Context: an optimization exercise on an open-source flow, tuned for small area, a short achievable clock period and few clock cycles per item. The choices shown serve that exercise and are no tape-out recipe.
Where RTL was checked, it was by simulation tests only, not by an equivalence proof against the original.
No activity file was given, so power comes from the tool's default toggle rates.

==> build 61: inputs <==
==> flow/design.v (excerpt) <==
module gaussian_elim_engine (
    input  logic        clk,
    input  logic        rst,
    input  logic        start,
    output logic        busy,
    output logic        done,
    output logic        c_rd_en,
    output logic [3:0]  c_rd_addr,
    input  logic [31:0] c_rd_data,
    output logic        a_rd_en,
    output logic [7:0]  a_rd_addr,
    input  logic [31:0] a_rd_data,
    output logic        b_rd_en,
    output logic [7:0]  b_rd_addr,
    input  logic [31:0] b_rd_data,
    output logic        st_en,
    output logic [7:0]  st_addr,
    output logic [31:0] st_data
);
clock: 10.0 ns
lec_check: 0
cap_margin: 20
core_margin: 2
core_utilization: 40
setup_slack_margin: 5
slew_margin: 20
synth_hierarchical: 1
synth_minimum_keep_size: 0
standard.sh (not shown) runs the stock make flow with config.mk's settings and CLKGATE_MAP_FILE= SYNTH_SCRIPT=/design/flow/synth_recipe.tcl, a recipe that flattens the netlist after the stock synthesis.
==> flow/flow/run.sh <==
#!/bin/bash
# The standard layout (standard.sh), with the port buffers that ORFS adds
# made of sky130_fd_sc_hd__buf_1 cells instead of the default pick.
set -euo pipefail
sed 's|"\${@:-finish}"|BUFFER_PORTS_ARGS="-buffer_cell sky130_fd_sc_hd__buf_1" "${@:-finish}"|' standard.sh > standard_bufports.sh
grep -q BUFFER_PORTS_ARGS standard_bufports.sh
bash standard_bufports.sh > standard.log 2>&1
==> inputs of build 95, as changes to build 61 <==
--- a/flow/config.mk
+++ b/flow/config.mk
@@ -8,5 +8,5 @@
 export CAP_MARGIN = 20
 export CORE_MARGIN = 2
-export CORE_UTILIZATION = 40
+export CORE_UTILIZATION = 60
 export SETUP_SLACK_MARGIN = 5
 export SLEW_MARGIN = 20
==> run summary <==
quantity	build 95	build 61
Number of antenna diodes	0	1
Proportion of layout cells with a drive suffix above 1	10.8%	10.8%
Flop2flop setup slack	6.14 ns	6.18 ns
Sequential power share	25.8%	24.9%
Sum of internal, switching and leakage power	6.37 mW	6.56 mW
Final Routed Wirelength	59.6 mm	63.3 mm
Status	complete, no violations	complete, no violations
Number of fill cells in the layout	2722	4807
Comb pwr	3.52 mW	3.65 mW
Vertical extent of the die	190 um	231 um
CP arrival	4.32 ns	4.26 ns
Max-Slew Margin vs Limit	31.9%	28.1%
Drt initial violations	1520	1428
End point of the worst hold path	me2_r	ad2_r[3]
Reg2reg start	xn_r[15]	xn_r[18]
Destination of the critical timing path	t1_r[29]	t1_r[28]
Testbench counts of build 61, summed over its fixed seeds: cycles 16,696, runs 64.
Testbench counts of build 95, summed over its fixed seeds: cycles 16,696, runs 64.

---

==> run G <==
Another version of the RTL of gaussian_elim_engine (not shown whole).
export LEC_CHECK = 0
export CAP_MARGIN = 5
export CORE_MARGIN = 2
export CORE_UTILIZATION = 40
export SETUP_SLACK_MARGIN = 5
export SLEW_MARGIN = 5
export SYNTH_HIERARCHICAL = 1
export SYNTH_MINIMUM_KEEP_SIZE = 0
create_clock -name core_clock -period 10.0 [get_ports {clk}]
==> flow/flow/run.sh <==
#!/bin/bash
# The standard layout (standard.sh) with two changes: the port buffers that
# ORFS adds are sky130_fd_sc_hd__buf_1 cells, and clock tree synthesis adds no
# dummy loads and clusters at most 40 sinks within 60 um.
set -euo pipefail
sed 's|"\${@:-finish}"|BUFFER_PORTS_ARGS="-buffer_cell sky130_fd_sc_hd__buf_1" CTS_ARGS="-sink_clustering_enable -repair_clock_nets -dont_use_dummy_load -sink_clustering_size 40 -sink_clustering_max_diameter 60" "${@:-finish}"|' standard.sh > standard_mod.sh
grep -q dont_use_dummy_load standard_mod.sh
bash standard_mod.sh > standard.log 2>&1
==> run M (differences from run G) <==
==> flow/flow/run.sh (replaced) <==
#!/bin/bash
# The standard layout (standard.sh) with two changes: the port buffers that
# ORFS adds are sky130_fd_sc_hd__buf_1 cells, and clock tree synthesis adds no
# dummy loads and clusters at most 30 sinks within 100 um.
set -euo pipefail
sed 's|"\${@:-finish}"|BUFFER_PORTS_ARGS="-buffer_cell sky130_fd_sc_hd__buf_1" CTS_ARGS="-sink_clustering_enable -repair_clock_nets -dont_use_dummy_load -sink_clustering_size 30 -sink_clustering_max_diameter 100" "${@:-finish}"|' standard.sh > standard_mod.sh
grep -q dont_use_dummy_load standard_mod.sh
bash standard_mod.sh > standard.log 2>&1
CAP_MARGIN = 20   (was 5)
SLEW_MARGIN = 20   (was 5)
==> run D (differences from run G) <==
==> flow/flow/run.sh (replaced) <==
#!/bin/bash
# The standard layout (standard.sh), with the port buffers that ORFS adds
# made of sky130_fd_sc_hd__buf_1 cells instead of the default pick.
set -euo pipefail
sed 's|"\${@:-finish}"|BUFFER_PORTS_ARGS="-buffer_cell sky130_fd_sc_hd__buf_1" "${@:-finish}"|' standard.sh > standard_bufports.sh
grep -q BUFFER_PORTS_ARGS standard_bufports.sh
bash standard_bufports.sh > standard.log 2>&1
CAP_MARGIN = 20   (was 5)
SLEW_MARGIN = 20   (was 5)
==> run summary <==
Run M completed with no timing, DRC or antenna violations. Run G finished with timing, DRC and antenna clean. Run D went through all stages and came out clean.
Routed wire length: run M < run G < run D.
Fmax: run M < run G < run D.
Via count, highest first: run D, run G, run M.
Clock skew, highest first: run G, run M, run D.
In run M the first-iteration DRC count is smaller than in run G, by 4.8%.
In die area, run G and run M do not differ.
In sequential power, run M and run D hardly differ.
Combinational power is about the same in run G and run M.
Global-route usage, lowest first: run G, run M, run D.
Testbench counts of run G, summed over its fixed seeds: cycles 16,696, runs 64.
Testbench counts of run M, summed over its fixed seeds: cycles 16,696, runs 64.
Testbench counts of run D, summed over its fixed seeds: cycles 16,696, runs 64.

---

==> inputs of violet <==
gaussian_elim_engine with an RTL version that a note above also has.
clock: 10.0 ns
lec_check: 0
cap_margin: 20
core_margin: 2
core_utilization: 40
setup_slack_margin: 5
slew_margin: 20
synth_hierarchical: 1
synth_minimum_keep_size: 0
==> flow/flow/run.sh <==
#!/bin/bash
# The standard layout (standard.sh), with the port buffers that ORFS adds
# made of sky130_fd_sc_hd__buf_2 cells instead of the default pick.
set -euo pipefail
sed 's|"\${@:-finish}"|BUFFER_PORTS_ARGS="-buffer_cell sky130_fd_sc_hd__buf_2" "${@:-finish}"|' standard.sh > standard_bufports.sh
grep -q BUFFER_PORTS_ARGS standard_bufports.sh
bash standard_bufports.sh > standard.log 2>&1
==> cedar: changes against violet <==
--- a/flow/design.v
+++ b/flow/design.v
@@ -76,13 +76,11 @@
         ad2_r     <= ad1_r;
         c_addr_r  <= cnt_row;
         st_addr_r <= ad2_r;
     end
     logic [31:0] a_q_r, a2_r, x_r, xn_r;
-    logic [15:0] bon_r, btn_r, bn_r;  
-    wire  [15:0] bo_r = ~bon_r;
-    wire  [15:0] bt_r = ~btn_r;
+    logic [15:0] bo_r, bt_r, bn_r;    
     logic [31:0] t0_r;
     logic [31:0] t1_r;
     logic [31:0] t2_r;
     wire [31:0] tg0 = t0_r;
     wire [31:0] tg1 = t1_r;
@@ -1375,12 +1373,12 @@
     wire [31:0] t2_d = {ts467, ts464, ts460, ts456, ts452, ts448, ts444, ts440, ts436, ts432, ts428, ts424, ts420, ts416, ts412, ts408, ts404, ts400, ts396, ts392, ts388, ts384, ts380, ts376, ts372, ts368, ts364, bg[4], bg[3], bg[2], bg[1], bg[0]};
     always_ff @(posedge clk) begin
         a_q_r <= a_rd_data;
         x_r   <= x_d;    
         xn_r  <= y_d | {32{(f2_r | !v2_r)}};    
-        bon_r <= ~(bo_d & {16{me2_r & !(f2_r | !v2_r)}});
-        btn_r <= ~(bt_d & {16{me2_r & !(f2_r | !v2_r)}});
+        bo_r  <= bo_d & {16{me2_r & !(f2_r | !v2_r)}};
+        bt_r  <= bt_d & {16{me2_r & !(f2_r | !v2_r)}};
         bn_r  <= bn_d & {16{me2_r & !(f2_r | !v2_r)}};
         t0_r <= t0_d;
         t1_r <= t1_d;
         t2_r <= t2_d;
     end
==> flow/run.sh (new file) <==
#!/bin/bash
# synth_recipe.tcl (not shown) runs the flow's synth.tcl, then flattens the netlist and writes it again
# the make line also repeats each setting of config.mk as NAME=value (left out here)
make -C /OpenROAD-flow-scripts/flow DESIGN_CONFIG=/design/flow/config.mk WORK_HOME=/design/flow/orfs CLKGATE_MAP_FILE= SYNTH_SCRIPT=/design/flow/synth_recipe.tcl finish
removed: flow/flow/run.sh
removed: flow/standard.sh
==> juniper: changes against violet <==
==> flow/run.sh (new file) <==
#!/bin/bash
# synth_recipe.tcl (not shown) runs the flow's synth.tcl, then flattens the netlist and writes it again
# the make line also repeats each setting of config.mk as NAME=value (left out here)
make -C /OpenROAD-flow-scripts/flow DESIGN_CONFIG=/design/flow/config.mk WORK_HOME=/design/flow/orfs CLKGATE_MAP_FILE= SYNTH_SCRIPT=/design/flow/synth_recipe.tcl finish
removed: flow/flow/run.sh
removed: flow/standard.sh
==> indigo: changes against violet <==
==> flow/run.sh (new file) <==
#!/bin/bash
# synth_recipe.tcl (not shown) runs the flow's synth.tcl, then flattens the netlist and writes it again
# the make line also repeats each setting of config.mk as NAME=value (left out here)
make -C /OpenROAD-flow-scripts/flow DESIGN_CONFIG=/design/flow/config.mk WORK_HOME=/design/flow/orfs CLKGATE_MAP_FILE= SYNTH_SCRIPT=/design/flow/synth_recipe.tcl finish
--- a/flow/config.mk
+++ b/flow/config.mk
@@ -6,9 +6,10 @@
 export NUM_CORES = 4
 export LEC_CHECK = 0
 export CAP_MARGIN = 20
 export CORE_MARGIN = 2
 export CORE_UTILIZATION = 40
+export CTS_BUF_LIST = sky130_fd_sc_hd__clkbuf_8
 export SETUP_SLACK_MARGIN = 5
 export SLEW_MARGIN = 20
 export SYNTH_HIERARCHICAL = 1
 export SYNTH_MINIMUM_KEEP_SIZE = 0
removed: flow/flow/run.sh
removed: flow/standard.sh
==> run summary <==
metric                                                                 juniper            indigo             cedar            violet
Part of the total power dissipated in combinational logic                57.1%             58.3%             56.0%             55.5%
Signal inverters                                                            47                47                79                47
M1 WL                                                                  26.9 mm           26.8 mm           26.6 mm           26.8 mm
Slowest cell delay on critical path                                    0.86 ns           0.84 ns           0.63 ns           0.82 ns
Library cell with the highest instance count after synthesis            xor2_1            xor2_1           dfxtp_1            xor2_1
Startpoint of the worst register-to-register path             btn_r[5]$_DFF_P_  btn_r[5]$_DFF_P_   bo_r[6]$_DFF_P_  bon_r[7]$_DFF_P_
Cell area after synthesis                                          20700 sq um       20700 sq um       20800 sq um       20700 sq um
Critical-path maximum fanout                                                21                21                19                18
Fmax                                                                 0.260 GHz         0.261 GHz         0.254 GHz         0.262 GHz
Pin count of the biggest net entering global routing                        36                36                34                36
Outcome                                       no timing/DRC/antenna violations  no timing/DRC/antenna violations  no timing/DRC/antenna violations  no timing/DRC/antenna violations
Endpoint of the worst register-to-register path               t1_r[29]$_DFF_P_  t1_r[29]$_DFF_P_  t1_r[30]$_DFF_P_  t1_r[30]$_DFF_P_
Final Non-Filler Cells                                                    2666              2701              2701              2673
Testbench counts of violet, summed over its fixed seeds: cycles 16,696, runs 64.
Testbench counts of juniper, summed over its fixed seeds: cycles 16,696, runs 64.
Testbench counts of indigo, summed over its fixed seeds: cycles 16,696, runs 64.
Function not checked in cedar: the RTL went through the layout flow alone.

[what the ideal ports hide]
No port has a modelled driver above. Below, the same layouts with a new extraction and two added sets of constraints. Step 1: set_driving_cell puts a clkbuf_16 on clk and a buf_2 on each other input, an assumption about the parent block. Step 2 adds t to the input delays and takes it off the output delays; t is the mean of the earliest and latest rising clock arrival at the registers after step 1. Input paths then give back, and output paths get back, about the clock's delay inside the block. a / b / c = ideal ports / drivers / drivers and shift; a / b = the first two.
run | shift t [ns] | setup slack, ns | hold WS [ns] | latest minus earliest clock arrival (ns) | worst slew at a driven data input, ns
build 61 | 0.609 | 6.183 / 6.183 / 6.180 | 0.325 / 0.325 / 0.325 | 0.019 / 0.018 | 0.07
build 95 | 0.629 | 6.136 / 6.136 / 6.136 | 0.321 / 0.321 / 0.321 | 0.012 / 0.013 | 0.06
run G | 0.645 | 6.191 / 6.191 / 6.191 | 0.329 / 0.329 / 0.329 | 0.103 / 0.103 | 0.05
run M | 0.600 | 6.149 / 6.149 / 6.149 | 0.338 / 0.338 / 0.338 | 0.099 / 0.099 | 0.05
run D | 0.623 | 6.199 / 6.199 / 6.199 | 0.325 / 0.325 / 0.325 | 0.023 / 0.023 | 0.05
violet | 0.596 | 6.176 / 6.176 / 6.176 | 0.320 / 0.320 / 0.320 | 0.020 / 0.020 | 0.07
cedar | 0.607 | 6.070 / 6.070 / 5.921 | 0.327 / 0.327 / 0.327 | 0.022 / 0.023 | 0.07
juniper | 0.661 | 6.152 / 6.147 / 5.944 | 0.324 / 0.324 / 0.324 | 0.012 / 0.013 | 0.07
indigo | 0.686 | 6.171 / 6.136 / 5.916 | 0.325 / 0.325 / 0.325 | 0.033 / 0.033 | 0.07
After both steps setup and hold are still met in every run listed. The setup slack of indigo, which loses most, moves by -0.035 ns with the drivers and by -0.255 ns with both steps.
